This design comes from an exercise in tuning for small area, a short achievable clock period and few clock cycles per item on the open sky130 flow, not from production work.
Only simulation tests tie the RTL to the original design; equivalence was not proved.

run F:
==> flow/design.v (excerpt) <==
module apbExecTop (
    input  logic        clk,
    input  logic        rstN,
    input  logic        pSel,
    input  logic        pEnable,
    input  logic        pWrite,
    input  logic [11:0] pAddr,
    input  logic [31:0] pWData,
    output logic [31:0] pRData,
    output logic        pReady,
    output logic        pSlvErr
);
==> flow/config.mk <==
export PLATFORM = sky130hd
export DESIGN_NAME = apbExecTop
export DESIGN_NICKNAME = apbExecTop
export VERILOG_FILES = /design/flow/design.v
export SDC_FILE = /design/flow/constraint.sdc
export NUM_CORES = 4
export LEC_CHECK = 0
export CAP_MARGIN = 20
export CORE_MARGIN = 2
export CORE_UTILIZATION = 50
export PLACE_DENSITY = 0.64
export SETUP_SLACK_MARGIN = 5
export SLEW_MARGIN = 20
==> flow/constraint.sdc <==
create_clock -name core_clock -period 10.0 [get_ports {clk}]
set_input_delay 2.0000 -clock core_clock [delete_from_list [all_inputs] [get_ports {clk}]]
set_output_delay 2.0000 -clock core_clock [all_outputs]
set_load 0.01 [all_outputs]
run.sh (not shown) runs the stock make flow with config.mk's settings and CLKGATE_MAP_FILE= SYNTH_SCRIPT=/design/flow/synth_recipe.tcl, a recipe that flattens the netlist after the stock synthesis.
Testbench counts of run F, summed over its fixed seeds: cycles 27,453, items 12,128.
diff inputs: run F => run A
-- flow/design.v --
<<< run F, line 130
    lzCount uLzLo (.x(bNeg ? ~b : b), .n(lzLo));
    logic       swap, done, doneD, swapD;
    logic [5:0] shAmt, lzA, lzB;
    logic       aNegQ, bNegQ;
    logic [6:0] lzAe, lzBe, divUp;
    assign lzAe   = {1'b0, lzHi} - {6'd0, aNeg};
>>> run A, line 130
    lzCount uLzLo (.x(bNeg ? ~b : b), .n(lzLo));
    logic       swap, done, doneD, swapD;
    logic [5:0] shAmt, shAmtD;
    logic [6:0] lzAe, lzBe, divUp;
    assign lzAe   = {1'b0, lzHi} - {6'd0, aNeg};
<<< run F, line 137
    assign divUp  = {1'b0, lzLo} + {6'd0, aNeg};
    assign swapD  = lzAe > lzBe;
    assign doneD  = opDiv ? (divUp < {1'b0, lzHi}) : ((a == 32'd0) || (b == 32'd0));
    logic [31:0] shSrc, mcand;
    logic [33:0] shRes;
    assign shSrc = (divMode || !swap) ? lo : hi;
    logic [6:0] lzAeQ, lzBeQ, divUpQ;
    assign lzAeQ  = {1'b0, lzA} - {6'd0, aNegQ};
    assign lzBeQ  = {1'b0, lzB} - {6'd0, bNegQ};
    assign divUpQ = {1'b0, lzB} + {6'd0, aNegQ};
    assign shAmt  = divMode ? 6'(divUpQ - {1'b0, lzA})
                            : ((swap ? lzAeQ[5:0] : lzBeQ[5:0]) & 6'b111100);
    assign shRes  = {2'b00, shSrc} << shAmt;
    assign mcand = swap ? lo : hi;
    logic [33:0] pp1, pp0;
>>> run A, line 136
    assign divUp  = {1'b0, lzLo} + {6'd0, aNeg};
    assign swapD  = lzAe > lzBe;
    assign shAmtD = opDiv ? 6'(divUp - {1'b0, lzHi})
                          : ((swapD ? lzAe[5:0] : lzBe[5:0]) & 6'b111100);
    assign doneD  = opDiv ? (divUp < {1'b0, lzHi}) : ((a == 32'd0) || (b == 32'd0));
    logic [31:0] shSrc, mcand;
    logic [33:0] shRes;
    assign shSrc = (divMode || !swap) ? lo : hi;
    assign shRes = {2'b00, shSrc} << shAmt;
    assign mcand = swap ? lo : hi;
    logic [33:0] pp1, pp0;
<<< run F, line 245
        if (accept) begin
            swap    <= swapD;
            lzA     <= lzHi;
            lzB     <= lzLo;
            aNegQ   <= aNeg;
            bNegQ   <= bNeg;
            done    <= doneD;
            divMode <= opDiv;
>>> run A, line 240
        if (accept) begin
            swap    <= swapD;
            shAmt   <= shAmtD;
            done    <= doneD;
            divMode <= opDiv;
<<< run F, line 386
    logic [4:0]  portAddr;
    logic [31:0] portData, rfData;
    logic        mdBusyNext, unitBusy, unitBusyNext;
    logic        issue;
    assign setup  = pSel && !pEnable;
>>> run A, line 378
    logic [4:0]  portAddr;
    logic [31:0] portData, rfData;
    logic        mdBusy, unitBusy, unitBusyNext;
    logic        issue;
    assign setup  = pSel && !pEnable;
<<< run F, line 399
    assign pReady  = readyQ;
    assign pSlvErr = errQ;
    assign pRData = (acHi || acLo) ? (acHi ? hi : lo) : opA;
    logic capture;
    assign capture = access && !readyQ && acRead && !(acHi || acLo);
    always_ff @(posedge clk) begin
        if (!rstN) begin
>>> run A, line 391
    assign pReady  = readyQ;
    assign pSlvErr = errQ;
    assign pRData = opA;
    logic capture;
    assign capture = access && !readyQ && acRead && !((acHi || acLo) && mdBusy);
    always_ff @(posedge clk) begin
        if (!rstN) begin
<<< run F, line 417
            acLo    <= aLo;
            acMt    <= aMt;
            readyQ  <= pWrite ? (aErr || !hiLoDep || (aMt ? okMt : okOther))
                              : ((aHi || aLo) && !mdBusyNext);
        end else if (access && !readyQ) begin
            if (acRead) begin
                readyQ <= capture || ((acHi || acLo) && !mdBusyNext);
            end else begin
                readyQ <= acMt ? okMt : okOther;
>>> run A, line 409
            acLo    <= aLo;
            acMt    <= aMt;
            readyQ  <= pWrite && (aErr || !hiLoDep || (aMt ? okMt : okOther));
        end else if (access && !readyQ) begin
            if (acRead) begin
                readyQ <= capture;
            end else begin
                readyQ <= acMt ? okMt : okOther;
<<< run F, line 540
            opA <= portData;
        end else if (capture) begin
            opA <= acReg ? portData : 32'd0;
        end
        if (v1) begin
>>> run A, line 531
            opA <= portData;
        end else if (capture) begin
            if (acReg)     opA <= portData;
            else if (acHi) opA <= hi;
            else if (acLo) opA <= lo;
            else           opA <= 32'd0;
        end
        if (v1) begin
<<< run F, line 562
    logic v1Md;
    assign v1Md       = v1 && rType && (funct[5:3] == 3'b011);
    assign mdBusyNext = unitBusyNext || v1Md;
    assign aMt     = (pWData[5:0] == 6'h11) || (pWData[5:0] == 6'h13);
    assign okMt    = !v1Md && !(v2 && exMd) && leftLe2;
>>> run A, line 556
    logic v1Md;
    assign v1Md       = v1 && rType && (funct[5:3] == 3'b011);
    assign mdBusy     = unitBusy || v1Md || (v2 && exMd);
    assign aMt     = (pWData[5:0] == 6'h11) || (pWData[5:0] == 6'h13);
    assign okMt    = !v1Md && !(v2 && exMd) && leftLe2;
Notes after the runs:
In run A relative to run F, via count had gone down slightly.
Compared with run F, run A ends up with less cell area.
Compared with run F, run A shows post-synth net total that has gone down by a few percent.
Diff run F -> run A: global-route usage lower, amount of wire on met3 after detailed routing higher, number of antenna violations at the first check in global routing lower, worst setup slack lower.
Comparing run A and run F, the higher clock tree buffer count of the final layout is on run F.
Against run F, run A comes in about 0.7% lower on count of inserted tapcells.
Of run A and run F, the run reporting the lower floorplan die width was run A.
Testbench counts of run A, summed over its fixed seeds: cycles 27,794, items 12,128.

-- static timing again, ports no longer ideal --
The results above use ideal ports. As a check the final layouts listed here were re-extracted and re-timed, cells and wires unchanged.
Step 1, drivers: a clkbuf_16 drives clk and a buf_2 each remaining input, both assumed.
Step 2 adds t to the input delays and takes it off the output delays; t is the mean of the earliest and latest rising clock arrival at the registers after step 1. Input paths then give back, and output paths get back, about the clock's delay inside the block.
Slacks: ideal / step 1 / step 2; pairs: ideal / step 1.
run	t, ns	setup WS [ns]	worst slew at a driven data input, ns
run F	0.888	4.818 / 4.818 / 4.818	0.20
run A	0.889	4.650 / 4.650 / 4.345	0.08
After both steps setup and hold are still met in every run listed. The setup slack of run A, which loses most, moves by 0.000 ns with the drivers and by -0.305 ns with both steps.
